From an optimization exercise on the open Yosys and OpenROAD flow, aimed at small area, a short achievable clock period and few clock cycles per item; shortcuts taken in it are not production practice.
Only simulation tests tie the RTL to the original design; equivalence was not proved.

$ cat run.sh
#!/bin/bash
# synth_recipe.tcl (not shown) runs the flow's synth.tcl, then flattens the netlist and writes it again
# the make line also repeats each setting of config.mk as NAME=value (left out here)
make -C /OpenROAD-flow-scripts/flow DESIGN_CONFIG=/design/flow/config.mk WORK_HOME=/design/flow/orfs CLKGATE_MAP_FILE= SYNTH_SCRIPT=/design/flow/synth_recipe.tcl finish
$ cat design.v
`default_nettype none
package modem_pkg;
	localparam int sample_w = 16;  
	localparam int cordic_iter = 16;  
	localparam int cordic_ext = 2;  
	localparam int fifo_depth = 16;
	localparam int dly_w = 4;  
endpackage
`default_nettype wire
`timescale 1ns/10ps
`default_nettype none
module modem_ports(
	input wire clk,
	input wire rst,
	input wire iocs,
	input wire [2:0] ioaddr,
	input wire [15:0] din,
	input wire iowr,
	input wire iord,
	input wire [31:0] fifo_head,  
	input wire fifo_empty,
	input wire fifo_full,
	output logic [15:0] dout,  
	output logic xmt,  
	output logic ptt,
	output logic fm,  
	output logic [3:0] dly,
	output logic [15:0] tx_x,
	output logic [15:0] tx_y_nxt,  
	output logic tx_new,  
	output logic fifo_flush,
	output logic cpu_pop
);
	logic wr;
	logic rd;
	logic wr_x;
	logic wr_y;
	logic wr_cfg;
	logic wr_cmd;
	logic [15:0] tx_y;
	logic [15:0] din_r;  
	logic yw_r;
	assign wr = iocs & iowr;
	assign rd = iocs & iord;
	assign wr_x = wr & (ioaddr == 3'd0);
	assign wr_y = wr & (ioaddr == 3'd1);
	assign wr_cfg = wr & (ioaddr == 3'd2);
	assign wr_cmd = wr & (ioaddr == 3'd7);
	assign fifo_flush = wr_cmd & din[1];
	assign cpu_pop = rd & (ioaddr == 3'd1) & ~xmt;
	assign tx_y_nxt = din_r + (fm ? tx_y : 16'd0);
	assign tx_new = yw_r & xmt;
	always_ff @(posedge clk)
	begin
		if (rst)
		begin
			fm <= 1'b0;
			dly <= '0;
			xmt <= 1'b0;
			ptt <= 1'b0;
			tx_y <= '0;
			yw_r <= 1'b0;
			dout <= '0;
		end
		else
		begin
			if (wr_cfg)
			begin
				fm <= din[0];
				dly <= din[7:4];
			end
			if (wr_cmd)
			begin
				xmt <= din[0];
				ptt <= din[3];
			end
			yw_r <= wr_y;
			if (yw_r)
				tx_y <= tx_y_nxt;
			if (rd)
			begin
				case (ioaddr)
				3'd0: dout <= fifo_head[31:16];
				3'd1: dout <= fifo_head[15:0];
				3'd2: dout <= {8'h00, dly, 3'b000, fm};
				3'd3: dout <= {fifo_empty, fifo_full, 14'h0000};
				default: dout <= '0;
				endcase
			end
		end
	end
	always_ff @(posedge clk)
	begin
		if (wr_x)
			tx_x <= din;
		if (wr_y)
			din_r <= din;
	end
endmodule
`default_nettype wire
`timescale 1ns/10ps
`default_nettype none
module cordic_serial(
	input wire clk,
	input wire rst,
	input wire rotate,  
	input wire load,  
	input wire [15:0] xi,  
	input wire [15:0] yi,  
	input wire [15:0] zi,  
	output logic accept,  
	output logic [15:0] xo,
	output logic [15:0] yo,  
	output logic fin  
);
	localparam int W = 18;
	localparam logic [16*16-1:0] ATAN = {16'd0, 16'd1, 16'd1, 16'd3, 16'd5, 16'd10, 16'd20, 16'd41,
		16'd81, 16'd163, 16'd326, 16'd651, 16'd1297, 16'd2555, 16'd4836, 16'd8192};
	logic [7:0][W-1:0] x;
	logic [7:0][W-1:0] y;
	logic [7:0][15:0] z;
	logic [7:0][W-1:0] xn;  
	logic [7:0][W-1:0] yn;
	logic [7:0][15:0] zn;
	logic [7:0] b;  
	logic [7:0] c;  
	logic pre0;
	logic it00;
	assign accept = ~b[0];
	assign fin = c[7];
	logic d0;
	logic s0;
	logic [W-1:0] xa0;
	logic [W-1:0] xb0;
	logic [W-1:0] ya0;
	logic [W-1:0] yb0;
	logic xsub0;
	logic ysub0;
	logic [15:0] za0;
	logic [15:0] zb0;
	logic zsub0;
	always_comb
	begin
		d0 = rotate ? ~z[0][15] : y[0][W-1];
		s0 = rotate ? (z[0][15] ^ z[0][14]) : x[0][15];
		if (pre0)
		begin
			xa0 = '0;
			xb0 = x[0];
			xsub0 = s0;
			ya0 = '0;
			yb0 = rotate ? x[0] : y[0];
			ysub0 = rotate ? z[0][15] : s0;
			za0 = rotate ? {z[0][14], z[0][14:0]} : {s0, 15'd0};
			zb0 = rotate ? ATAN[15:0] : 16'd0;
			zsub0 = ~z[0][14];
		end
		else
		begin
			xa0 = x[0];
			xb0 = it00 ? y[0] : {y[0][W-1], y[0][W-1:1]};
			xsub0 = d0;
			ya0 = y[0];
			yb0 = it00 ? x[0] : {x[0][W-1], x[0][W-1:1]};
			ysub0 = ~d0;
			za0 = z[0];
			zb0 = it00 ? ATAN[15:0] : ATAN[31:16];
			zsub0 = d0;
		end
	end
	assign xn[0] = xsub0 ? xa0 - xb0 : xa0 + xb0;
	assign yn[0] = ysub0 ? ya0 - yb0 : ya0 + yb0;
	assign zn[0] = zsub0 ? za0 - zb0 : za0 + zb0;
	for (genvar s = 1; s < 8; s++)
	begin : g_unit
		wire d = rotate ? ~z[s][15] : y[s][W-1];
		wire signed [W-1:0] xv = x[s];
		wire signed [W-1:0] yv = y[s];
		wire [W-1:0] xs = b[s] ? xv >>> (2*s) : xv >>> (2*s+1);
		wire [W-1:0] ys = b[s] ? yv >>> (2*s) : yv >>> (2*s+1);
		wire [15:0] a = b[s] ? ATAN[32*s +: 16] : ATAN[32*s+16 +: 16];
		assign xn[s] = d ? x[s] - ys : x[s] + ys;
		assign yn[s] = d ? y[s] + xs : y[s] - xs;
		assign zn[s] = d ? z[s] - a : z[s] + a;
	end
	always_ff @(posedge clk)
	begin
		if (rst)
		begin
			b <= '0;
			c <= '0;
			pre0 <= 1'b0;
			it00 <= 1'b0;
		end
		else
		begin
			if (b[0])
			begin
				pre0 <= 1'b0;
				it00 <= pre0 & ~rotate;
				b[0] <= pre0 & ~rotate;
				c[0] <= ~(pre0 & ~rotate);
			end
			else
			begin
				pre0 <= load;
				it00 <= 1'b0;
				b[0] <= load;
				c[0] <= 1'b0;
			end
			for (int s = 1; s < 8; s++)
			begin
				b[s] <= ~b[s] & c[s-1];
				c[s] <= b[s];
			end
		end
	end
	always_ff @(posedge clk)
	begin
		if (b[0])
		begin
			x[0] <= xn[0];
			y[0] <= yn[0];
			z[0] <= zn[0];
		end
		else
		begin
			x[0] <= {{2{xi[15]}}, xi};
			y[0] <= {{2{yi[15]}}, yi};
			z[0] <= zi;
		end
		for (int s = 1; s < 8; s++)
		begin
			if (b[s])
			begin
				x[s] <= xn[s];
				y[s] <= yn[s];
				z[s] <= zn[s];
			end
			else
			begin
				x[s] <= xn[s-1];
				y[s] <= yn[s-1];
				z[s] <= zn[s-1];
			end
		end
		xo <= xn[7][W-1:2];
		yo <= rotate ? yn[7][W-1:2] : z[7];  
	end
endmodule
`default_nettype wire
`timescale 1ns/10ps
`default_nettype none
module fm_discrim(
	input wire clk,
	input wire rst,
	input wire [15:0] mag,
	input wire [15:0] phs,
	input wire iv,
	input wire fm,  
	input wire [3:0] dly,  
	output logic [31:0] res,  
	output logic ov
);
	logic [15:0] dline [16];  
	logic [4:0] hist;  
	logic [15:0] p;
	assign p = (fm && ({1'b0, dly} < hist)) ? dline[dly] : 16'd0;
	assign res = {mag, phs - p};  
	assign ov = iv;
	always_ff @(posedge clk)
	begin
		if (rst)
			hist <= '0;
		else if (iv && !hist[4])
			hist <= hist + 1'b1;
	end
	always_ff @(posedge clk)
	begin
		if (iv)
		begin
			dline[0] <= phs;
			for (int i = 1; i < 16; i++)
				dline[i] <= dline[i-1];
		end
	end
endmodule
`default_nettype wire
`timescale 1ns/10ps
`default_nettype none
module sample_fifo(
	input wire clk,
	input wire rst,
	input wire flush,  
	input wire wr,
	input wire [31:0] wdata,  
	input wire rd,
	output logic [31:0] rdata,  
	output logic empty,
	output logic full
);
	logic [31:0] mem [16];
	logic [3:0] wp;
	logic [3:0] rp;
	logic [4:0] count;
	logic do_wr;
	logic do_rd;
	assign empty = (count == 5'd0);
	assign full = count[4];
	assign do_wr = wr & ~full;  
	assign do_rd = rd & ~empty;
	assign rdata = mem[rp];
	always_ff @(posedge clk)
	begin
		if (rst || flush)
		begin
			wp <= '0;
			rp <= '0;
			count <= '0;
		end
		else
		begin
			if (do_wr)
				wp <= wp + 1'b1;
			if (do_rd)
				rp <= rp + 1'b1;
			if (do_wr && !do_rd)
				count <= count + 1'b1;
			else if (do_rd && !do_wr)
				count <= count - 1'b1;
		end
	end
	always_ff @(posedge clk)
	begin
		if (do_wr)
			mem[wp] <= wdata;
	end
endmodule
`default_nettype wire
`timescale 1ns/10ps
`default_nettype none
module modem_top(
	input wire clk,
	input wire rst,
	input wire iocs,
	input wire [2:0] ioaddr,
	input wire [15:0] din,
	input wire iowr,
	input wire iord,
	input wire [15:0] rdix,  
	input wire [15:0] rdiy,  
	input wire riv,
	input wire toe,  
	output logic [15:0] dout,
	output logic [15:0] tdox,
	output logic [15:0] tdoy,
	output logic tov,
	output logic xmtout,
	output logic pttout
);
	logic xmt;
	logic ptt;
	logic fm;
	logic [3:0] dly;
	logic [15:0] tx_x;
	logic [15:0] tx_y_nxt;
	logic tx_new;
	logic fifo_flush;
	logic cpu_pop;
	logic fifo_empty;
	logic fifo_full;
	logic [31:0] fifo_head;
	logic f_wr;
	logic f_rd;
	logic [31:0] f_data;
	logic c_accept;
	logic c_load;
	logic tx_load;
	logic [15:0] c_xi;
	logic [15:0] c_yi;
	logic [15:0] c_zi;
	logic [15:0] c_xo;
	logic [15:0] c_yo;
	logic c_rdy;
	logic rx_done;
	logic [31:0] rx_res;
	logic rx_ov;
	assign tx_load = xmt & toe & c_accept & (~fifo_empty | tx_new);
	assign c_load = xmt ? tx_load : riv;
	assign c_xi = xmt ? (fifo_empty ? tx_x : fifo_head[31:16]) : rdix;
	assign c_yi = xmt ? 16'd0 : rdiy;
	assign c_zi = xmt ? (fifo_empty ? tx_y_nxt : fifo_head[15:0]) : 16'd0;
	assign f_rd = xmt ? (tx_load & ~fifo_empty) : cpu_pop;
	assign f_wr = xmt ? (tx_new & ~(tx_load & fifo_empty)) : rx_ov;
	assign f_data = xmt ? {tx_x, tx_y_nxt} : rx_res;
	always_ff @(posedge clk)
	begin
		if (rst)
		begin
			tov <= 1'b0;
			rx_done <= 1'b0;
		end
		else
		begin
			tov <= c_rdy & xmt;
			rx_done <= c_rdy & ~xmt;
		end
	end
	modem_ports u_ports (
		.clk(clk),
		.rst(rst),
		.iocs(iocs),
		.ioaddr(ioaddr),
		.din(din),
		.iowr(iowr),
		.iord(iord),
		.fifo_head(fifo_head),
		.fifo_empty(fifo_empty),
		.fifo_full(fifo_full),
		.dout(dout),
		.xmt(xmt),
		.ptt(ptt),
		.fm(fm),
		.dly(dly),
		.tx_x(tx_x),
		.tx_y_nxt(tx_y_nxt),
		.tx_new(tx_new),
		.fifo_flush(fifo_flush),
		.cpu_pop(cpu_pop)
	);
	cordic_serial u_cordic (
		.clk(clk),
		.rst(rst),
		.rotate(xmt),
		.load(c_load),
		.xi(c_xi),
		.yi(c_yi),
		.zi(c_zi),
		.accept(c_accept),
		.xo(c_xo),
		.yo(c_yo),
		.fin(c_rdy)
	);
	fm_discrim u_discrim (
		.clk(clk),
		.rst(rst),
		.mag(tdox),
		.phs(tdoy),
		.iv(rx_done),
		.fm(fm),
		.dly(dly),
		.res(rx_res),
		.ov(rx_ov)
	);
	sample_fifo u_fifo (
		.clk(clk),
		.rst(rst),
		.flush(fifo_flush),
		.wr(f_wr),
		.wdata(f_data),
		.rd(f_rd),
		.rdata(fifo_head),
		.empty(fifo_empty),
		.full(fifo_full)
	);
	assign tdox = c_xo;
	assign tdoy = c_yo;
	assign xmtout = xmt;
	assign pttout = ptt;
endmodule
`default_nettype wire
$ cat constraint.sdc
create_clock -name core_clock -period 7.0 [get_ports {clk}]
set_input_delay 1.4000 -clock core_clock [delete_from_list [all_inputs] [get_ports {clk}]]
set_output_delay 1.4000 -clock core_clock [all_outputs]
set_load 0.01 [all_outputs]
$ cat config.mk
export PLATFORM = sky130hd
export DESIGN_NAME = modem_top
export DESIGN_NICKNAME = modem_top
export VERILOG_FILES = /design/flow/design.v
export SDC_FILE = /design/flow/constraint.sdc
export NUM_CORES = 4
export LEC_CHECK = 0
export CAP_MARGIN = 20
export CORE_MARGIN = 2
export CORE_UTILIZATION = 40
export SLEW_MARGIN = 20
==> impl_metrics.tcl, run 1 <==
set metrics [dict create \
    status "timing/DRC/antenna clean" \
    gr-usage-all-layers_pct 22.51 \
    synth.ff_latch_count 1330 \
    antenna_found_initial 11 \
    yosys.cell_types.count 83 \
    portBuffers 108 \
    grt_overflow_total 0 \
    hold_class "reg2reg" \
    criticalPathCategory "reg2reg" \
    clkTransAtPathRegs_ns 0.06 \
    routed_wire_length_per_instance_um 22.76 \
    worst_hold_slack_ns 0.4416 \
    layout-drive-gt1-share_pct 10.84 \
    area_growth_pct 12.46 \
    fillers 16870 \
    achievable-frequency_mhz 168.8 \
    ff_latch_area_um2 34670 \
    number_of_warnings_reported_in_the_yosys_synthesis_log 6 \
    number_of_synthesized_flops_with_an_enable_pin 800 \
    dp_hpwl_um 153000 \
    final-setup-viol-count 0 \
    worstPathRequired_ns 7.62 \
    stdcell_count 9463 \
    postRouteWirelength_um 215400 \
    ioPinCount 109 \
    worstSetupEndpointType "flop" \
    finalWeightedCongestion 0.9411 \
    syn-mean-instance-area_um2 10.86 \
    maxCapViolations 0 \
    vias_in_the_first_global_route 52140 \
    post-route-worst-setup-slack_ns 1.074 \
    final_cell_mix "800 x sky130_fd_sc_hd__edfxtp_1, 528 x sky130_fd_sc_hd__nand2_1, 525 x sky130_fd_sc_hd__nor2_1" \
    dieHeight_um 433.8 \
    syn_nets 7357 \
    detail_route.first_pass.iterations 8 \
    cts.htree.levels 4 \
    route.detailed.vias_per_inst 5.741 \
    global_route_wire_length_before_repair_um 322800 \
    number_of_instances_in_the_synthesized_netlist 6804 \
    cts_tree "yes" \
    synth-async-reset-ratio_pct 0 \
    holdBufCountCts 0 \
    fin_crit_ns 5.926 \
    grt_start_max_net_pins 129 \
    relSlewSlack_pct 15.95 \
    die_x_um 433.8 \
    crit_arrival_ns 6.54 \
    cts_setup_buffers 0 \
    synth_flop_type "sky130_fd_sc_hd__edfxtp_1" \
    finalCritPeriodShare_pct 84.65 \
    clock_root_buffer "sky130_fd_sc_hd__clkbuf_16" \
    drc_errors 0 \
    initial_utilization_pct 40.32 \
    nNetsFinal 7429 \
    post-place-cells 9191 \
    number_of_buffers_on_the_longest_clock_path 3 \
    max_slew.worst_pin.slew_ns 1.252 \
    multi_input_area_um2 37760 \
    total_number_of_vias 54320 \
    count_of_antenna_violating_nets_left_after_detailed_routing 0 \
    rsz0062_at_grt "no" \
    latest_clock_arrival_within_the_worst_skew_pair_ns 0.81 \
    core_area_um2 183300 \
    numCtsBuffers 147 \
    synth_sequential_area_ratio_pct 46.86 \
    mappedNetlistArea_um2 73900 \
    final_common_cell "sky130_fd_sc_hd__edfxtp_1" \
    clock_sink_count 1330 \
    design.die.area_um2 188200 \
    row_cnt 157 \
    final_skew_ns 0.04442 \
    placement.setup.worst_slack_ns 0.9069 \
    worst-path-max-fanout 31 \
    finalSetupTns_ns 0 \
    cts.repair.resized 0 \
    timing.critical_path.from_type "flop" \
    initialDrtViolationCount 5233 \
    final_hold_viol_count 0 \
    final_max_slew_viol_count 0 \
]
-- final cells by class --
cell class                      count  share of cell area [%]
Clock inverter                     60                   1.009
Sequential cell                  1330                   41.71
Timing Repair Buffer              204                   2.222
Inverter                          178                  0.8039
Tap cell                         2464                   3.709
Multi-Input combinational cell   5015                   45.43
Clock buffer                      207                   5.105
Antenna cell                        5                 0.01505
-- synthesized netlist by cell type, drive strengths merged, types with 38 or more instances --
library cell,number,area (um^2)
o211ai,67,503.0
o21ai,434,2180
nor3,109,545.5
nand3,124,620.6
xor2,192,1682
a31oi,47,294.0
a21oi,503,2521
and2,43,269.0
mux2i,241,2412
nand2,529,1986
ha,469,5868
mux2,173,1948
xnor2,291,2549
a211oi,39,292.8
a21o,132,991.0
nand2b,60,375.4
edfxtp,800,24020
nor2b,105,656.9
o31ai,38,285.3
clkbuf,207,777.0
o21a,98,735.7
buf,74,295.3
or3,59,384.1
inv,172,645.6
dfxtp,530,10610
mux4,160,3603
nor2,537,2016
a22oi,91,683.2
-- stage by stage --
step / instance area [um^2] / utilization, %
after CTS: 83080 / 45.33
after global routing: 83110 / 45.34
after detailed placement: 78000 / 42.56
final: 83110 / 45.35
after global placement: 78000 / 42.56
after floorplan: 73910 / -
-- critical path, cell delays in order, from the launching register on --
cell and delay, ns:
sky130_fd_sc_hd__dfxtp_4 0.69, sky130_fd_sc_hd__inv_2 0.34, sky130_fd_sc_hd__mux2_2 0.66, sky130_fd_sc_hd__inv_1 0.36, sky130_fd_sc_hd__buf_4 0.30, sky130_fd_sc_hd__a21oi_1 0.26
sky130_fd_sc_hd__ha_1 0.30, sky130_fd_sc_hd__a211o_1 0.31, sky130_fd_sc_hd__a2111oi_0 0.75, sky130_fd_sc_hd__o21ai_0 0.30, sky130_fd_sc_hd__o31ai_1 0.40, sky130_fd_sc_hd__o21ai_1 0.19
sky130_fd_sc_hd__a221o_1 0.38, sky130_fd_sc_hd__a21oi_1 0.18, sky130_fd_sc_hd__xnor2_1 0.17, sky130_fd_sc_hd__mux2i_1 0.09
-- registers in the layout, indices dropped and copies added, names as in the netlist, 128 cells and up, named ones only --
signal           cells
u_fifo.mem         512
u_cordic.y         144
u_discrim.dline    256
u_cordic.z         128
u_cordic.x         144
-- layer usage --
metal | track usage, % | up-vias | share of wire (%)
li1 | - | 25570 | -
met1 | 31.22 | 26750 | 45
met2 | 36.03 | 1706 | 46
met3 | 3.403 | 306 | 6.4
met4 | 7.260 | 2 | 3.2
met5 | 0 | - | 0.0060
-- final timing paths --
kind,start,endpoint,depth (start not counted),slack (ns)
worst min register to register,u_discrim.dline[0][3],u_discrim.dline[1][3],0,0.44
worst max-delay path,u_ports.xmt,u_cordic.y[107],15,1.07
worst min-delay path,u_discrim.dline[0][3],u_discrim.dline[1][3],0,0.44
worst max register to register,u_ports.xmt,u_cordic.y[107],15,1.07
-- kinds of logic after synthesis --
kind of cell / share of synthesized area, %
AND/OR/NAND/NOR: 10.77
buffers and inverters: 2.355
adder cells (fa/ha/maj): 8.644
AO/OA/AOI/OAI: 14.87
XOR/XNOR: 5.724
flip-flops: 46.86
multiplexers: 10.78
Testbench counts, summed over its fixed seeds: cycles 1,160, items 512.
==> run 2, diff against run 1 <==
--- a/design.v
+++ b/design.v
@@ -117,7 +117,8 @@
 	localparam logic [16*16-1:0] ATAN = {16'd0, 16'd1, 16'd1, 16'd3, 16'd5, 16'd10, 16'd20, 16'd41,
 		16'd81, 16'd163, 16'd326, 16'd651, 16'd1297, 16'd2555, 16'd4836, 16'd8192};
+	localparam logic [8*5-1:0] ZW = {5'd2, 5'd4, 5'd6, 5'd8, 5'd10, 5'd12, 5'd14, 5'd16};
 	logic [7:0][W-1:0] x;
 	logic [7:0][W-1:0] y;
-	logic [7:0][15:0] z;
+	logic [7:0][15:0] z;  
 	logic [7:0][W-1:0] xn;  
 	logic [7:0][W-1:0] yn;
@@ -125,9 +126,11 @@
 	logic [7:0] b;  
 	logic [7:0] c;  
-	logic pre0;
-	logic it00;
+	logic [7:0] dr;  
+	logic [7:0] dn;  
+	logic [15:0] zacc;  
+	logic pre0;  
+	logic it00;  
 	assign accept = ~b[0];
 	assign fin = c[7];
-	logic d0;
 	logic s0;
 	logic [W-1:0] xa0;
@@ -142,5 +145,4 @@
 	always_comb
 	begin
-		d0 = rotate ? ~z[0][15] : y[0][W-1];
 		s0 = rotate ? (z[0][15] ^ z[0][14]) : x[0][15];
 		if (pre0)
@@ -152,6 +154,6 @@
 			yb0 = rotate ? x[0] : y[0];
 			ysub0 = rotate ? z[0][15] : s0;
-			za0 = rotate ? {z[0][14], z[0][14:0]} : {s0, 15'd0};
-			zb0 = rotate ? ATAN[15:0] : 16'd0;
+			za0 = {z[0][14], z[0][14:0]};
+			zb0 = ATAN[15:0];
 			zsub0 = ~z[0][14];
 		end
@@ -160,28 +162,72 @@
 			xa0 = x[0];
 			xb0 = it00 ? y[0] : {y[0][W-1], y[0][W-1:1]};
-			xsub0 = d0;
+			xsub0 = dr[0];
 			ya0 = y[0];
 			yb0 = it00 ? x[0] : {x[0][W-1], x[0][W-1:1]};
-			ysub0 = ~d0;
+			ysub0 = ~dr[0];
 			za0 = z[0];
-			zb0 = it00 ? ATAN[15:0] : ATAN[31:16];
-			zsub0 = d0;
+			zb0 = ATAN[31:16];
+			zsub0 = dr[0];
 		end
 	end
-	assign xn[0] = xsub0 ? xa0 - xb0 : xa0 + xb0;
-	assign yn[0] = ysub0 ? ya0 - yb0 : ya0 + yb0;
-	assign zn[0] = zsub0 ? za0 - zb0 : za0 + zb0;
+	logic [W:0] xt0;
+	logic [W:0] yt0;
+	logic [16:0] zt0;
+	assign xt0 = {xa0, 1'b1} + {xb0 ^ {W{xsub0}}, xsub0};
+	assign yt0 = {ya0, 1'b1} + {yb0 ^ {W{ysub0}}, ysub0};
+	assign zt0 = {za0, 1'b1} + {zb0 ^ {16{zsub0}}, zsub0};
+	assign xn[0] = xt0[W:1];
+	assign yn[0] = yt0[W:1];
+	assign zn[0] = zt0[16:1];
+	assign dn[0] = rotate ? ~zn[0][13] : yn[0][W-1];  
 	for (genvar s = 1; s < 8; s++)
 	begin : g_unit
-		wire d = rotate ? ~z[s][15] : y[s][W-1];
+		localparam int WZ = ZW[5*s +: 5];
+		wire d = dr[s];
 		wire signed [W-1:0] xv = x[s];
 		wire signed [W-1:0] yv = y[s];
 		wire [W-1:0] xs = b[s] ? xv >>> (2*s) : xv >>> (2*s+1);
 		wire [W-1:0] ys = b[s] ? yv >>> (2*s) : yv >>> (2*s+1);
-		wire [15:0] a = b[s] ? ATAN[32*s +: 16] : ATAN[32*s+16 +: 16];
-		assign xn[s] = d ? x[s] - ys : x[s] + ys;
-		assign yn[s] = d ? y[s] + xs : y[s] - xs;
-		assign zn[s] = d ? z[s] - a : z[s] + a;
+		wire [WZ-1:0] a = b[s] ? ATAN[32*s +: WZ] : ATAN[32*s+16 +: WZ];
+		wire [W:0] xt = {x[s], 1'b1} + {ys ^ {W{d}}, d};
+		wire [W:0] yt = {y[s], 1'b1} + {xs ^ {W{~d}}, ~d};
+		wire [WZ:0] zt = {z[s][WZ-1:0], 1'b1} + {a ^ {WZ{d}}, d};
+		assign xn[s] = xt[W:1];
+		assign yn[s] = yt[W:1];
+		assign zn[s] = {{(16-WZ){zt[WZ]}}, zt[WZ:1]};
+		assign dn[s] = rotate ? ~zt[WZ] : yt[W];
 	end
+	logic [15:0] za;
+	logic zd;
+	always_comb
+	begin
+		za = '0;
+		zd = 1'b0;
+		if (it00)
+		begin
+			za = za | ATAN[15:0];
+			zd = zd | dr[0];
+		end
+		if (c[0])
+		begin
+			za = za | ATAN[31:16];
+			zd = zd | dr[0];
+		end
+		for (int s = 1; s < 8; s++)
+		begin
+			if (b[s])
+			begin
+				za = za | ATAN[32*s +: 16];
+				zd = zd | dr[s];
+			end
+			if (c[s])
+			begin
+				za = za | ATAN[32*s+16 +: 16];
+				zd = zd | dr[s];
+			end
+		end
+	end
+	logic [16:0] zat;
+	assign zat = {zacc, 1'b1} + {za ^ {16{zd}}, zd};
 	always_ff @(posedge clk)
 	begin
@@ -230,6 +276,8 @@
 			z[0] <= zi;
 		end
+		dr[0] <= dn[0];  
 		for (int s = 1; s < 8; s++)
 		begin
+			dr[s] <= b[s] ? dn[s] : dn[s-1];
 			if (b[s])
 			begin
@@ -245,6 +293,13 @@
 			end
 		end
-		xo <= xn[7][W-1:2];
-		yo <= rotate ? yn[7][W-1:2] : z[7];  
+		if (pre0)
+			zacc <= {x[0][15], 15'd0};  
+		else
+			zacc <= zat[16:1];
+		if (c[7])
+		begin
+			xo <= xn[7][W-1:2];
+			yo <= rotate ? yn[7][W-1:2] : zacc;  
+		end
 	end
 endmodule
@@ -255,5 +310,5 @@
 	input wire clk,
 	input wire rst,
-	input wire [15:0] mag,
+	input wire [15:0] mag,  
 	input wire [15:0] phs,
 	input wire iv,
@@ -263,25 +318,55 @@
 	output logic ov
 );
-	logic [15:0] dline [16];  
+	logic [15:0] ring [16];
+	logic [3:0] ph;  
+	logic [3:0] wp;  
+	logic [3:0] rs;  
 	logic [4:0] hist;  
+	logic pr;  
+	logic pw;  
+	logic do_rd;
+	logic do_wr;
 	logic [15:0] p;
-	assign p = (fm && ({1'b0, dly} < hist)) ? dline[dly] : 16'd0;
+	assign do_rd = pr & (ph == rs);
+	assign do_wr = pw & (ph == wp);
+	assign p = (fm && ({1'b0, dly} < hist)) ? ring[0] : 16'd0;
 	assign res = {mag, phs - p};  
-	assign ov = iv;
+	assign ov = do_rd;
 	always_ff @(posedge clk)
 	begin
 		if (rst)
+		begin
+			ph <= '0;
+			wp <= '0;
 			hist <= '0;
-		else if (iv && !hist[4])
-			hist <= hist + 1'b1;
+			pr <= 1'b0;
+			pw <= 1'b0;
+		end
+		else
+		begin
+			ph <= ph + 1'b1;
+			if (iv)
+			begin
+				rs <= wp - dly;
+				wp <= wp + 1'b1;
+				pr <= 1'b1;
+				pw <= 1'b1;
+			end
+			else
+			begin
+				if (do_rd)
+					pr <= 1'b0;
+				if (do_wr)
+					pw <= 1'b0;
+			end
+			if (do_rd && !hist[4])
+				hist <= hist + 1'b1;
+		end
 	end
 	always_ff @(posedge clk)
 	begin
-		if (iv)
-		begin
-			dline[0] <= phs;
-			for (int i = 1; i < 16; i++)
-				dline[i] <= dline[i-1];
-		end
+		for (int i = 0; i < 15; i++)
+			ring[i] <= ring[i+1];
+		ring[15] <= do_wr ? phs : ring[0];
 	end
 endmodule
@@ -293,5 +378,6 @@
 	input wire rst,
 	input wire flush,  
-	input wire wr,
+	input wire we,  
+	input wire wr,  
 	input wire [31:0] wdata,  
 	input wire rd,
@@ -333,6 +419,6 @@
 	always_ff @(posedge clk)
 	begin
-		if (do_wr)
-			mem[wp] <= wdata;
+		if (we && !full)
+			mem[wp] <= wdata;  
 	end
 endmodule
@@ -372,4 +458,5 @@
 	logic [31:0] fifo_head;
 	logic f_wr;
+	logic f_we;
 	logic f_rd;
 	logic [31:0] f_data;
@@ -384,4 +471,5 @@
 	logic c_rdy;
 	logic rx_done;
+	assign rx_done = c_rdy & ~xmt;  
 	logic [31:0] rx_res;
 	logic rx_ov;
@@ -393,17 +481,12 @@
 	assign f_rd = xmt ? (tx_load & ~fifo_empty) : cpu_pop;
 	assign f_wr = xmt ? (tx_new & ~(tx_load & fifo_empty)) : rx_ov;
+	assign f_we = xmt ? tx_new : rx_ov;
 	assign f_data = xmt ? {tx_x, tx_y_nxt} : rx_res;
 	always_ff @(posedge clk)
 	begin
 		if (rst)
-		begin
 			tov <= 1'b0;
-			rx_done <= 1'b0;
-		end
 		else
-		begin
 			tov <= c_rdy & xmt;
-			rx_done <= c_rdy & ~xmt;
-		end
 	end
 	modem_ports u_ports (
@@ -457,4 +540,5 @@
 		.rst(rst),
 		.flush(fifo_flush),
+		.we(f_we),
 		.wr(f_wr),
 		.wdata(f_data),
--- a/config.mk
+++ b/config.mk
@@ -9,3 +9,5 @@
 export CORE_MARGIN = 2
 export CORE_UTILIZATION = 40
+export SETUP_SLACK_MARGIN = 3.0
 export SLEW_MARGIN = 20
+export TNS_END_PERCENT = 10
==> impl_metrics.tcl, run 2 <==
set metrics [dict create \
    status "timing/DRC/antenna clean" \
    min_path_cells 0 \
    relSlewSlack_pct 17.87 \
    holdBufCountCts 0 \
    largest_register_ff_count 512 \
    worst-path-max-fanout 37 \
    hold_class "reg2reg" \
    final_max_slew_viol_count 0 \
    synthDominantAreaCellType "sky130_fd_sc_hd__edfxtp_1" \
    multi_input_area_um2 31850 \
    number_of_buffers_on_the_longest_clock_path 3 \
    latest_clock_arrival_within_the_worst_skew_pair_ns 0.81 \
    initial_utilization_pct 40.32 \
    detail_route.first_pass.iterations 5 \
    crit_arrival_ns 4.64 \
    largest_registers "u_fifo.mem: 512 flops, u_discrim.ring: 256 flops" \
    route.detailed.vias_per_inst 5.454 \
    finalSetupTns_ns 0 \
    grtUsageMet2_pct 32.83 \
    syn_nets 6033 \
    yosys.cell_types.count 85 \
    synth_sequential_area_ratio_pct 49.51 \
    top_register_by_number_of_flip_flops "u_fifo.mem" \
    dp_hpwl_um 123900 \
    fillers 14640 \
    clock_root_buffer "sky130_fd_sc_hd__clkbuf_16" \
    maxCapViolations 0 \
    die_x_um 406.3 \
    final_common_cell "sky130_fd_sc_hd__dfxtp_1" \
    layout-drive-gt1-share_pct 12.84 \
    grt_use_met1_pct 30.08 \
    ff_latch_area_um2 32100 \
    area_growth_pct 14.14 \
    grt_start_max_net_pins 60 \
    worstPathRequired_ns 7.66 \
    post-route-cell-area_um2 73890 \
    worst_setup_path_startpoint "u_cordic.b[4]" \
    finalCritPeriodShare_pct 56.85 \
    syn-mean-instance-area_um2 11.62 \
    clkTransAtPathRegs_ns 0.06 \
    number_of_warnings_reported_in_the_yosys_synthesis_log 6 \
    rsz0062_at_grt "yes" \
    cts_tree "yes" \
    number_of_synthesized_flops_with_an_enable_pin 580 \
    finalWeightedCongestion 0.8919 \
    worstSetupEndpointType "flop" \
    synth.ff_latch_count 1311 \
    postRouteWirelength_um 176800 \
    yosys.area.top_type_share_pct 26.90 \
    final_cell_mix "708 x sky130_fd_sc_hd__dfxtp_1, 580 x sky130_fd_sc_hd__edfxtp_1, 402 x sky130_fd_sc_hd__ha_1" \
    max_slew.worst_pin.slew_ns 1.224 \
    drc_errors 0 \
    mappedNetlistArea_um2 64740 \
    numCtsBuffers 141 \
    dieHeight_um 406.3 \
    regToRegStartpoint "u_cordic.b[4]" \
    postLayoutCoreUtil_pct 46.02 \
    antenna_found_initial 15 \
    achievable-frequency_mhz 251.3 \
    final_skew_ns 0.04717 \
    cts.htree.levels 4 \
    criticalPathCategory "reg2reg" \
    global_route_wire_length_before_repair_um 263500 \
    worst_hold_startpoint "u_discrim.ring[14][1]" \
    count_of_antenna_violating_nets_left_after_detailed_routing 0 \
    routed_wire_length_per_instance_um 22.14 \
    timing.critical_path.from_type "flop" \
    worstRegToRegCells 12 \
    synth_flop_type "sky130_fd_sc_hd__dfxtp_1" \
    nNetsFinal 6168 \
    clock_sink_count 1311 \
    fin_crit_ns 3.979 \
    most_instantiated_cells_after_synthesis "731 x sky130_fd_sc_hd__dfxtp_1, 580 x sky130_fd_sc_hd__edfxtp_1, 402 x sky130_fd_sc_hd__ha_1, 370 x sky130_fd_sc_hd__nand2_1, 369 x sky130_fd_sc_hd__xnor2_1" \
    core_area_um2 160600 \
    initialDrtViolationCount 3407 \
    synthTopCellsByArea "sky130_fd_sc_hd__edfxtp_1 27%, sky130_fd_sc_hd__dfxtp_1 23%, sky130_fd_sc_hd__ha_1 7.8%, sky130_fd_sc_hd__mux4_2 5.6%, sky130_fd_sc_hd__mux2i_1 5.1%" \
    grt_overflow_total 0 \
    row_cnt 147 \
    design.die.area_um2 165100 \
    yosysMostFrequentCell "sky130_fd_sc_hd__dfxtp_1" \
    synth-async-reset-ratio_pct 0 \
    final_hold_viol_count 0 \
    vias_in_the_first_global_route 41880 \
    total_number_of_vias 43550 \
    portBuffers 108 \
    globalRouteMet3Util_pct 3.458 \
    gr-usage-all-layers_pct 21.17 \
    dpl-instance-area_um2 68460 \
    number_of_instances_in_the_synthesized_netlist 5569 \
    final-setup-viol-count 0 \
    ioPinCount 109 \
    top_usage_layer "met2" \
]
## run 2: changes by cell type after synthesis, moves of 51 or more
cell / delta
sky130_fd_sc_hd__a21oi_1: -222
sky130_fd_sc_hd__edfxtp_1: -220
sky130_fd_sc_hd__o21ai_0: -214
sky130_fd_sc_hd__dfxtp_1: +201
sky130_fd_sc_hd__nor2_1: -170
sky130_fd_sc_hd__nand2_1: -159
sky130_fd_sc_hd__mux2i_1: +89
sky130_fd_sc_hd__xnor2_1: +78
sky130_fd_sc_hd__a22oi_1: -73
sky130_fd_sc_hd__clkbuf_1: -71
sky130_fd_sc_hd__ha_1: -67
sky130_fd_sc_hd__nand3_1: -55
sky130_fd_sc_hd__o21ai_1: +51
## run 2: cell type report
| class | count | share of cell area [%] |
|---|---|---|
| Tap cell | 2160 | 3.658 |
| Clock buffer | 183 | 5.276 |
| Antenna cell | 7 | 0.02371 |
| Inverter | 132 | 0.6790 |
| Multi-Input combinational cell | 3920 | 43.10 |
| Sequential cell | 1311 | 43.44 |
| Clock inverter | 73 | 1.245 |
| Timing Repair Buffer | 198 | 2.576 |
## run 2: worst max-delay path: stages (launching register included)
cell and delay (ns):
sky130_fd_sc_hd__dfxtp_2 0.38, sky130_fd_sc_hd__buf_6 0.35, sky130_fd_sc_hd__mux2i_1 0.26, sky130_fd_sc_hd__xor2_1 0.17, sky130_fd_sc_hd__ha_1 0.28, sky130_fd_sc_hd__a21o_1 0.20
sky130_fd_sc_hd__o31a_1 0.29, sky130_fd_sc_hd__o41a_1 0.40, sky130_fd_sc_hd__a211oi_2 0.35, sky130_fd_sc_hd__o31ai_1 0.12, sky130_fd_sc_hd__a21oi_1 0.24, sky130_fd_sc_hd__xnor2_2 0.23
sky130_fd_sc_hd__mux4_2 0.52
## run 2: per-layer routing
| metal | vias up | part of all wire [%] |
|---|---|---|
| met1 | 21310 | 46 |
| met4 | 0 | 3.0 |
| li1 | 20710 | - |
| met5 | - | 0 |
| met2 | 1263 | 45 |
| met3 | 258 | 6.2 |
## run 2: kinds of logic after synthesis
kind of cell               synth area share (%)
muxes                                     13.43
and+or+nand+nor                           8.738
AOI/OAI and AO/OA                         10.34
adders and majority gates                 7.893
DFF                                       49.51
buffers and inverters                     1.977
xor gates and xnor gates                  8.117
## run 2: worst paths after layout
kind | endpoint | slack [ns]
max | u_cordic.dr[5] | 3.02
min | u_discrim.ring[13][1] | 0.32
max reg2reg | u_cordic.dr[5] | 3.02
min reg2reg | u_discrim.ring[13][1] | 0.32
## run 2: metrics by stage
| step | worst slack [ns] | hold WS, ns | cells |
|---|---|---|---|
| finish | 3.021 | 0.3185 | 7984 |
| global route | 2.827 | 0.3229 | 7977 |
| CTS | 2.808 | 0.3197 | 7966 |
| detailed placement | 1.662 | 0.3121 | 7701 |
| global placement | 1.730 | 0.3096 | 7700 |
| floorplan | 2.788 | 0.3096 | 5569 |
## run 2: timing repair
item	in CTS	in global routing
gates resized for setup	26	62
cloned	1	0
endpoints found under the hold margin	0	0
setup buffers	8	11
endpoints found under the setup margin	292	286
pin swaps	1	8
Testbench counts of run 2, summed over its fixed seeds: cycles 1,160, items 512.
==> run 3, diff against run 2 <==
--- a/config.mk
+++ b/config.mk
@@ -9,5 +9,5 @@
 export CORE_MARGIN = 2
 export CORE_UTILIZATION = 40
-export SETUP_SLACK_MARGIN = 3.0
+export SETUP_SLACK_MARGIN = 4.2
 export SLEW_MARGIN = 20
 export TNS_END_PERCENT = 10
==> impl_metrics.tcl, run 3 <==
set metrics [dict create \
    mappedNetlistArea_um2 64740 \
    nNetsFinal 6457 \
    initial_utilization_pct 40.32 \
    dpl-instance-area_um2 68700 \
    holdBufCountCts 0 \
    grt_start_max_net_pins 66 \
    design.die.area_um2 165100 \
    final-setup-viol-count 0 \
    yosys.cell_types.count 85 \
    hold_class "reg2reg" \
    largest_registers "u_fifo.mem: 512 flops, u_discrim.ring: 256 flops" \
    finalWeightedCongestion 0.9044 \
    met2WireLength_um 86570 \
    relSlewSlack_pct 32.29 \
    final_skew_ns 0.03858 \
    dieHeight_um 406.3 \
    count_of_antenna_violating_nets_left_after_detailed_routing 0 \
    ioPinCount 109 \
    most_instantiated_cells_after_synthesis "731 x sky130_fd_sc_hd__dfxtp_1, 580 x sky130_fd_sc_hd__edfxtp_1, 402 x sky130_fd_sc_hd__ha_1, 370 x sky130_fd_sc_hd__nand2_1, 369 x sky130_fd_sc_hd__xnor2_1" \
    worstRegToRegCells 19 \
    numCtsBuffers 141 \
    finalCritPeriodShare_pct 52.72 \
    ff_latch_area_um2 32130 \
    crit_top_cell "sky130_fd_sc_hd__a21boi_2" \
    area_growth_pct 23.19 \
    worstSetupEndpointType "flop" \
    worst-path-max-fanout 8 \
    row_cnt 147 \
    max_slew.worst_pin.slew_ns 1.016 \
    syn-mean-instance-area_um2 11.62 \
    worst_setup_path_startpoint "u_discrim.hist[2]" \
    criticalPathCategory "reg2reg" \
    routedLengthMet1_um 84380 \
    post-route-cell-area_um2 79750 \
    timing.critical_path.from_type "flop" \
    core_area_um2 160600 \
    synth-async-reset-ratio_pct 0 \
    portBuffers 108 \
    synth_sequential_area_ratio_pct 49.51 \
    maxUsedRoutingLayer "met4" \
    number_of_warnings_reported_in_the_yosys_synthesis_log 6 \
    syn_nets 6033 \
    antenna_found_initial 14 \
    status "timing/DRC/antenna clean" \
    max_stage_delay_ns 0.37 \
    min_path_cells 0 \
    critPathCapture "u_fifo.mem[1][14]" \
    regToRegStartpoint "u_discrim.hist[2]" \
    fin_crit_ns 3.690 \
    total_number_of_vias 45400 \
    number_of_buffers_on_the_longest_clock_path 3 \
    worstPathRequired_ns 7.66 \
    postLayoutCoreUtil_pct 49.67 \
    die_x_um 406.3 \
    crit_arrival_ns 4.35 \
    yosys.area.top_type_share_pct 26.90 \
    rsz0062_at_grt "yes" \
    finalSetupTns_ns 0 \
    clkTransAtPathRegs_ns 0.06 \
    top_register_by_number_of_flip_flops "u_fifo.mem" \
    initialDrtViolationCount 3673 \
    cts_tree "yes" \
    gr-usage-all-layers_pct 22.00 \
    synth.ff_latch_count 1311 \
    clock_root_buffer "sky130_fd_sc_hd__clkbuf_16" \
    final_max_slew_viol_count 0 \
    final_common_cell "sky130_fd_sc_hd__dfxtp_1" \
    achievable-frequency_mhz 271.0 \
    final_hold_viol_count 0 \
    synthTopCellsByArea "sky130_fd_sc_hd__edfxtp_1 27%, sky130_fd_sc_hd__dfxtp_1 23%, sky130_fd_sc_hd__ha_1 7.8%, sky130_fd_sc_hd__mux4_2 5.6%, sky130_fd_sc_hd__mux2i_1 5.1%" \
    route.detailed.vias_per_inst 5.486 \
    global_route_wire_length_before_repair_um 272100 \
    largest_register_ff_count 512 \
    fillers 14000 \
    final_cell_mix "704 x sky130_fd_sc_hd__dfxtp_1, 580 x sky130_fd_sc_hd__edfxtp_1, 374 x sky130_fd_sc_hd__ha_1" \
    crit_path_cell_trace "inv_1 > ha_1 > a21o_1 > a21oi_2 > o21a_2 > and2_4 > ha_4 > fa_2 > nor2b_1 > o21ai_1 > a21boi_2 > o21ai_2 > a21boi_2 > o2111ai_2 > nand3_2 > a41oi_2 > xor2_2 > o21ai_4 > buf_12" \
    yosysMostFrequentCell "sky130_fd_sc_hd__dfxtp_1" \
    regToRegSetupSlack_ns 3.31 \
    clock_sink_count 1311 \
    synth_flop_type "sky130_fd_sc_hd__dfxtp_1" \
    cts.htree.levels 4 \
    detail_route.first_pass.iterations 6 \
    latest_clock_arrival_within_the_worst_skew_pair_ns 0.81 \
    maxCapViolations 0 \
    drc_errors 0 \
    grt_overflow_total 0 \
    number_of_synthesized_flops_with_an_enable_pin 580 \
    synthDominantAreaCellType "sky130_fd_sc_hd__edfxtp_1" \
    r2r_end "u_fifo.mem[1][14]" \
    number_of_instances_in_the_synthesized_netlist 5569 \
    slowest_stage "sky130_fd_sc_hd__dfxtp_1" \
    postRouteWirelength_um 189300 \
    layout-drive-gt1-share_pct 23.10 \
    routed_wire_length_per_instance_um 22.88 \
    dp_hpwl_um 127200 \
    vias_in_the_first_global_route 43120 \
    multi_input_area_um2 34590 \
    routed-wl-met3_um 11930 \
]
==> run 3: cell counts after synthesis <==
No cell type changed its count.
==> run 3: per-stage QoR <==
step | setup slack, ns | hold WS [ns] | std cells
floorplan | 3.467 | 0.3096 | 5569
global placement | 2.381 | 0.3096 | 7699
detailed placement | 2.442 | 0.3121 | 7701
CTS | 3.305 | 0.3216 | 8047
global route | 3.143 | 0.3264 | 8268
finish | 3.310 | 0.3154 | 8275
==> run 3: cell families after synthesis <==
family	count (synthesis)	synth area share (%)
xor gates and xnor gates	600	8.117
DFF	1311	49.51
muxes	646	13.43
buffers and inverters	339	1.977
and+or+nand+nor	1222	8.738
adders and majority gates	406	7.893
AOI/OAI and AO/OA	1045	10.34
==> run 3: how the worst min path moves through the flow <==
stage | to | start | slack (ns)
6_report | u_discrim.ring[4][6] | u_discrim.ring[5][6] | 0.32
5_1_grt | u_discrim.ring[4][1] | u_discrim.ring[5][1] | 0.33
4_1_cts | u_discrim.ring[10][1] | u_discrim.ring[11][1] | 0.32
3_5_place_dp | u_discrim.ring[0][6] | u_discrim.ring[1][6] | 0.31
3_3_place_gp | u_discrim.ring[13][11] | u_discrim.ring[14][11] | 0.31
2_1_floorplan | u_discrim.ring[0][0] | u_discrim.ring[1][0] | 0.31
==> run 3: final cells by class <==
class | instances | share of cell area, %
diodes | 7 | 0.02196
multi-input cells | 3920 | 43.37
well taps | 2160 | 3.389
clock inverters | 74 | 1.090
clock buffers | 184 | 4.920
flip-flops and latches | 1311 | 40.28
inverters | 132 | 0.6417
repair buffers | 487 | 6.282
==> run 3: worst max-delay path, delay by kind of cell (launching register included) <==
family	cells	cell delay, ns
compound gates	10	1.55
xor+xnor	1	0.19
fa+ha+maj	3	0.80
buf+inv	2	0.25
flops	1	0.37
simple gates	3	0.38
==> run 3: routing by layer <==
layer / track usage (%) / up-vias
met3: 3.773 / 304
li1: - / 21290
met2: 34.82 / 1318
met5: 0 / -
met1: 30.53 / 22490
met4: 7.181 / 0
==> run 3: what timing repair did <==
item,CTS,global route
setup buffers,80,212
endpoints found under the setup margin,1470,1139
gates cloned,8,9
resized for setup,168,490
pin swaps,46,230
==> run 4, diff against run 3 <==
--- a/design.v
+++ b/design.v
@@ -23,8 +23,10 @@
 	output logic [15:0] dout,  
 	output logic xmt,  
+	output logic xmt_o,  
 	output logic ptt,
 	output logic fm,  
 	output logic [3:0] dly,
-	output logic [15:0] tx_x,
+	output logic [15:0] tx_x,  
+	output logic [15:0] tx_y,  
 	output logic [15:0] tx_y_nxt,  
 	output logic tx_new,  
@@ -38,6 +40,6 @@
 	logic wr_cfg;
 	logic wr_cmd;
-	logic [15:0] tx_y;
 	logic [15:0] din_r;  
+	logic xw_r;
 	logic yw_r;
 	assign wr = iocs & iowr;
@@ -91,8 +93,11 @@
 	end
 	always_ff @(posedge clk)
+		xmt_o <= rst ? 1'b0 : (wr_cmd ? din[0] : xmt);
+	always_ff @(posedge clk)
 	begin
-		if (wr_x)
-			tx_x <= din;
-		if (wr_y)
+		xw_r <= wr_x;
+		if (xw_r)
+			tx_x <= din_r;
+		if (wr_x || wr_y)
 			din_r <= din;
 	end
@@ -131,4 +136,5 @@
 	logic pre0;  
 	logic it00;  
+	logic npre0;  
 	assign accept = ~b[0];
 	assign fin = c[7];
@@ -151,4 +157,13 @@
 			xb0 = x[0];
 			xsub0 = s0;
+		end
+		else
+		begin
+			xa0 = x[0];
+			xb0 = it00 ? y[0] : {y[0][W-1], y[0][W-1:1]};
+			xsub0 = dr[0];
+		end
+		if (!npre0)
+		begin
 			ya0 = '0;
 			yb0 = rotate ? x[0] : y[0];
@@ -160,7 +175,4 @@
 		else
 		begin
-			xa0 = x[0];
-			xb0 = it00 ? y[0] : {y[0][W-1], y[0][W-1:1]};
-			xsub0 = dr[0];
 			ya0 = y[0];
 			yb0 = it00 ? x[0] : {x[0][W-1], x[0][W-1:1]};
@@ -187,7 +199,7 @@
 		wire signed [W-1:0] xv = x[s];
 		wire signed [W-1:0] yv = y[s];
-		wire [W-1:0] xs = b[s] ? xv >>> (2*s) : xv >>> (2*s+1);
-		wire [W-1:0] ys = b[s] ? yv >>> (2*s) : yv >>> (2*s+1);
-		wire [WZ-1:0] a = b[s] ? ATAN[32*s +: WZ] : ATAN[32*s+16 +: WZ];
+		wire [W-1:0] xs = c[s] ? xv >>> (2*s+1) : xv >>> (2*s);
+		wire [W-1:0] ys = c[s] ? yv >>> (2*s+1) : yv >>> (2*s);
+		wire [WZ-1:0] a = c[s] ? ATAN[32*s+16 +: WZ] : ATAN[32*s +: WZ];
 		wire [W:0] xt = {x[s], 1'b1} + {ys ^ {W{d}}, d};
 		wire [W:0] yt = {y[s], 1'b1} + {xs ^ {W{~d}}, ~d};
@@ -237,4 +249,5 @@
 			c <= '0;
 			pre0 <= 1'b0;
+			npre0 <= 1'b1;
 			it00 <= 1'b0;
 		end
@@ -244,4 +257,5 @@
 			begin
 				pre0 <= 1'b0;
+				npre0 <= 1'b1;
 				it00 <= pre0 & ~rotate;
 				b[0] <= pre0 & ~rotate;
@@ -251,4 +265,5 @@
 			begin
 				pre0 <= load;
+				npre0 <= ~load;
 				it00 <= 1'b0;
 				b[0] <= load;
@@ -331,6 +346,6 @@
 	assign do_wr = pw & (ph == wp);
 	assign p = (fm && ({1'b0, dly} < hist)) ? ring[0] : 16'd0;
-	assign res = {mag, phs - p};  
-	assign ov = do_rd;
+	logic [15:0] frq;  
+	assign res = {mag, frq};
 	always_ff @(posedge clk)
 	begin
@@ -342,7 +357,9 @@
 			pr <= 1'b0;
 			pw <= 1'b0;
+			ov <= 1'b0;
 		end
 		else
 		begin
+			ov <= do_rd;
 			ph <= ph + 1'b1;
 			if (iv)
@@ -366,4 +383,5 @@
 	always_ff @(posedge clk)
 	begin
+		frq <= phs - p;  
 		for (int i = 0; i < 15; i++)
 			ring[i] <= ring[i+1];
@@ -446,4 +464,7 @@
 );
 	logic xmt;
+	logic xmt_o;
+	logic [15:0] tx_y;
+	logic tx_pend;  
 	logic ptt;
 	logic fm;
@@ -474,13 +495,20 @@
 	logic [31:0] rx_res;
 	logic rx_ov;
-	assign tx_load = xmt & toe & c_accept & (~fifo_empty | tx_new);
+	assign tx_load = xmt & toe & c_accept & (~fifo_empty | (tx_new & ~tx_pend));
 	assign c_load = xmt ? tx_load : riv;
 	assign c_xi = xmt ? (fifo_empty ? tx_x : fifo_head[31:16]) : rdix;
 	assign c_yi = xmt ? 16'd0 : rdiy;
-	assign c_zi = xmt ? (fifo_empty ? tx_y_nxt : fifo_head[15:0]) : 16'd0;
+	assign c_zi = (xmt & fifo_empty) ? tx_y_nxt : (xmt ? fifo_head[15:0] : 16'd0);
 	assign f_rd = xmt ? (tx_load & ~fifo_empty) : cpu_pop;
-	assign f_wr = xmt ? (tx_new & ~(tx_load & fifo_empty)) : rx_ov;
-	assign f_we = xmt ? tx_new : rx_ov;
-	assign f_data = xmt ? {tx_x, tx_y_nxt} : rx_res;
+	assign f_wr = xmt ? tx_pend : rx_ov;
+	assign f_we = f_wr;
+	assign f_data = xmt ? {tx_x, tx_y} : rx_res;
+	always_ff @(posedge clk)
+	begin
+		if (rst)
+			tx_pend <= 1'b0;
+		else
+			tx_pend <= tx_new & ~(tx_load & fifo_empty);
+	end
 	always_ff @(posedge clk)
 	begin
@@ -503,8 +531,10 @@
 		.dout(dout),
 		.xmt(xmt),
+		.xmt_o(xmt_o),
 		.ptt(ptt),
 		.fm(fm),
 		.dly(dly),
 		.tx_x(tx_x),
+		.tx_y(tx_y),
 		.tx_y_nxt(tx_y_nxt),
 		.tx_new(tx_new),
@@ -550,5 +580,5 @@
 	assign tdox = c_xo;
 	assign tdoy = c_yo;
-	assign xmtout = xmt;
+	assign xmtout = xmt_o;
 	assign pttout = ptt;
 endmodule
--- a/config.mk
+++ b/config.mk
@@ -9,5 +9,5 @@
 export CORE_MARGIN = 2
 export CORE_UTILIZATION = 40
-export SETUP_SLACK_MARGIN = 4.2
+export SETUP_SLACK_MARGIN = 3.8
 export SLEW_MARGIN = 20
 export TNS_END_PERCENT = 10
==> impl_metrics.tcl, run 4 <==
set metrics [dict create \
    number_of_instances_in_the_synthesized_netlist 5689 \
    max_slew.worst_pin.slew_ns 0.9994 \
    numCtsBuffers 144 \
    synth.ff_latch_count 1331 \
    maxCapViolations 0 \
    synth_sequential_area_ratio_pct 49.19 \
    achievable-frequency_mhz 279.8 \
    dp_hpwl_um 129100 \
    status "timing/DRC/antenna clean" \
    ioPinCount 109 \
    min_path_cells 0 \
    synth_flop_type "sky130_fd_sc_hd__dfxtp_1" \
    hold_class "reg2reg" \
    clkTransAtPathRegs_ns 0.06 \
    cp_num_buf_inv 2 \
    rsz0062_at_grt "yes" \
    worst-path-max-fanout 5 \
    timing.critical_path.from_type "flop" \
    grt_start_max_net_pins 83 \
    clock_root_buffer "sky130_fd_sc_hd__clkbuf_16" \
    top_register_by_number_of_flip_flops "u_fifo.mem" \
    area_growth_pct 19.74 \
    most_instantiated_cells_after_synthesis "751 x sky130_fd_sc_hd__dfxtp_1, 580 x sky130_fd_sc_hd__edfxtp_1, 402 x sky130_fd_sc_hd__ha_1, 378 x sky130_fd_sc_hd__nor2_1, 378 x sky130_fd_sc_hd__xnor2_1" \
    layout-drive-gt1-share_pct 20.16 \
    yosys.cell_types.count 89 \
    r2r_end "u_cordic.dr[1]" \
    worst_hold_startpoint "u_discrim.ring[11][13]" \
    row_cnt 149 \
    initial_utilization_pct 40.12 \
    finalSetupTns_ns 0 \
    cts.htree.levels 4 \
    syn-mean-instance-area_um2 11.60 \
    routed_wire_length_per_instance_um 22.73 \
    global_route_wire_length_before_repair_um 277000 \
    vias_in_the_first_global_route 44380 \
    largest_registers "u_fifo.mem: 512 flops, u_discrim.ring: 256 flops" \
    grt_overflow_total 0 \
    number_of_synthesized_flops_with_an_enable_pin 580 \
    final-setup-viol-count 0 \
    largest_register_ff_count 512 \
    synthDominantAreaCellType "sky130_fd_sc_hd__edfxtp_1" \
    detail_route.first_pass.iterations 5 \
    regToRegSetupSlack_ns 3.43 \
    crit_top_cell "sky130_fd_sc_hd__a21oi_4" \
    number_of_buffers_on_the_longest_clock_path 3 \
    cts_tree "yes" \
    finalWeightedCongestion 0.8882 \
    synthTopCellsByArea "sky130_fd_sc_hd__edfxtp_1 26%, sky130_fd_sc_hd__dfxtp_1 23%, sky130_fd_sc_hd__ha_1 7.6%, sky130_fd_sc_hd__mux4_2 5.5%, sky130_fd_sc_hd__xnor2_1 5.0%" \
    yosysMostFrequentCell "sky130_fd_sc_hd__dfxtp_1" \
    fillers 14600 \
    postLayoutCoreUtil_pct 48.04 \
    worstPathRequired_ns 7.66 \
    crit_path_cell_trace "buf_6 > buf_12 > mux2i_4 > a21oi_4 > xor2_2 > ha_1 > nand4_1 > or2_4 > nor2_4 > o21ai_4 > a311o_1 > and3_4 > a21oi_4 > xnor2_2 > mux4_2" \
    die_x_um 410.1 \
    final_skew_ns 0.05414 \
    dpl-instance-area_um2 69720 \
    regToRegStartpoint "u_ports.xmt_o" \
    gr-usage-all-layers_pct 21.71 \
    post-route-cell-area_um2 79000 \
    crit_arrival_ns 4.23 \
    slowest_stage "sky130_fd_sc_hd__mux4_2" \
    worst-path-stages 15 \
    criticalPathCategory "reg2reg" \
    final_common_cell "sky130_fd_sc_hd__dfxtp_1" \
    drc_errors 0 \
    core_area_um2 164400 \
    synth-async-reset-ratio_pct 0 \
    critPathTopFamily "multiplexers" \
    mappedNetlistArea_um2 65970 \
    dieHeight_um 410.1 \
    design.die.area_um2 168200 \
    worstRegToRegCells 15 \
    worstSetupEndpointType "flop" \
    latest_clock_arrival_within_the_worst_skew_pair_ns 0.81 \
    worstHoldEndpoint "u_discrim.ring[10][13]" \
    syn_nets 6153 \
    portBuffers 108 \
    yosys.area.top_type_share_pct 26.40 \
    number_of_warnings_reported_in_the_yosys_synthesis_log 6 \
    finalCritPeriodShare_pct 51.05 \
    final_hold_viol_count 0 \
    max_stage_delay_ns 0.46 \
    total_number_of_vias 45810 \
    initialDrtViolationCount 3427 \
    clock_sink_count 1331 \
    count_of_antenna_violating_nets_left_after_detailed_routing 0 \
    final_max_slew_viol_count 0 \
    relSlewSlack_pct 33.28 \
    final_cell_mix "716 x sky130_fd_sc_hd__dfxtp_1, 580 x sky130_fd_sc_hd__edfxtp_1, 377 x sky130_fd_sc_hd__ha_1" \
    fin_crit_ns 3.573 \
    postRouteWirelength_um 189200 \
    antenna_found_initial 8 \
    nNetsFinal 6480 \
    route.detailed.vias_per_inst 5.502 \
]
[run 4: changes by cell type after synthesis, sizes merged, moves of 21 or more]
| cell | before | now |
|---|---|---|
| mux2i | 330 | 302 |
| clkbuf | 136 | 115 |
| nand2 | 370 | 345 |
| mux2 | 154 | 195 |
| buf | 71 | 106 |
| and3 | 30 | 51 |
[run 4: stage by stage]
step / hold WS, ns / std cells / worst slack [ns]
2_1_floorplan: 0.3096 / 5689 / 3.198
3_3_place_gp: 0.3099 / 7827 / 1.881
3_5_place_dp: 0.3121 / 7827 / 1.795
4_1_cts: 0.3130 / 8203 / 3.437
5_1_grt: 0.2991 / 8325 / 3.290
6_report: 0.3077 / 8326 / 3.427
[run 4: routing by layer]
metal,track usage [%],routed length [um],vias up
met5,0,0,-
met4,7.695,6598,0
met3,3.008,8971,270
met2,35.67,89890,1150
met1,29.27,83790,22800
li1,-,-,21590
[run 4: worst max-delay path by stage]
stage,startpoint,endpoint,slack (ns)
finish,u_ports.xmt_o,u_cordic.dr[1],3.43
global route,u_cordic.dr[2],u_cordic.y[52],3.29
CTS,u_ports.xmt_o,u_cordic.dr[1],3.44
detailed placement,u_ports.xmt_o,u_cordic.x[34],1.79
global placement,u_ports.xmt_o,u_cordic.x[34],1.88
floorplan,u_ports.xmt_o,u_fifo.mem[0][0],3.20
[run 4: kinds of logic after synthesis]
group                    Yosys count  synth area share, %
adder cells (fa/ha/maj)          406                7.745
multiplexers                     659                13.49
AND/OR/NAND/NOR                 1270                9.067
AO/OA/AOI/OAI                   1069                10.46
flip-flops                      1331                49.19
buffers and inverters            362                2.192
XOR/XNOR                         592                7.859
[run 4: layout make-up]
type	instances	area (um^2)	area share (%)
Antenna cell	2	5.005	0.006335
Sequential cell	1331	32540	41.19
Multi-Input combinational cell	3997	34080	43.14
Tap cell	2189	2739	3.467
Clock buffer	198	4104	5.195
Clock inverter	67	963.4	1.220
Timing Repair inverter	1	8.758	0.01109
Inverter	141	553.0	0.7001
Timing Repair Buffer	400	4001	5.065
[run 4: what timing repair did]
item,in CTS,in global routing
hold buffers,0,0
cloned,6,7
buffers inserted,105,114
resized for setup,194,266
pin swaps,70,115
setup endpoints to repair,876,265
Testbench counts of run 4, summed over its fixed seeds: cycles 1,160, items 512.

port drivers added, routing unchanged:
In the flow no input, the clock included, has a driving cell. The finished layouts below were timed again as built, in two steps.
Step 1 assumes that a clkbuf_16 drives the clock port and a buf_2 every other input.
Step 2 adds t to the input delays and takes it off the output delays; t is the mean of the earliest and latest rising clock arrival at the registers after step 1. Input paths then give back, and output paths get back, about the clock's delay inside the block.
Three values: ideal, step 1, step 2; two values: the first two.
run | shift t [ns] | slack for setup (ns) | clock arrival spread, ns
run 1 | 0.873 | 1.074 / 1.074 / 1.074 | 0.045 / 0.046
run 2 | 0.865 | 3.021 / 3.021 / 2.490 | 0.053 / 0.053
run 3 | 0.867 | 3.310 / 3.310 / 3.042 | 0.040 / 0.040
run 4 | 0.851 | 3.427 / 3.416 / 2.979 | 0.067 / 0.067
After both steps setup and hold are still met in every run listed. For run 2, which loses most, drivers alone change the setup slack by 0.000 ns; drivers and shift together by -0.531 ns.
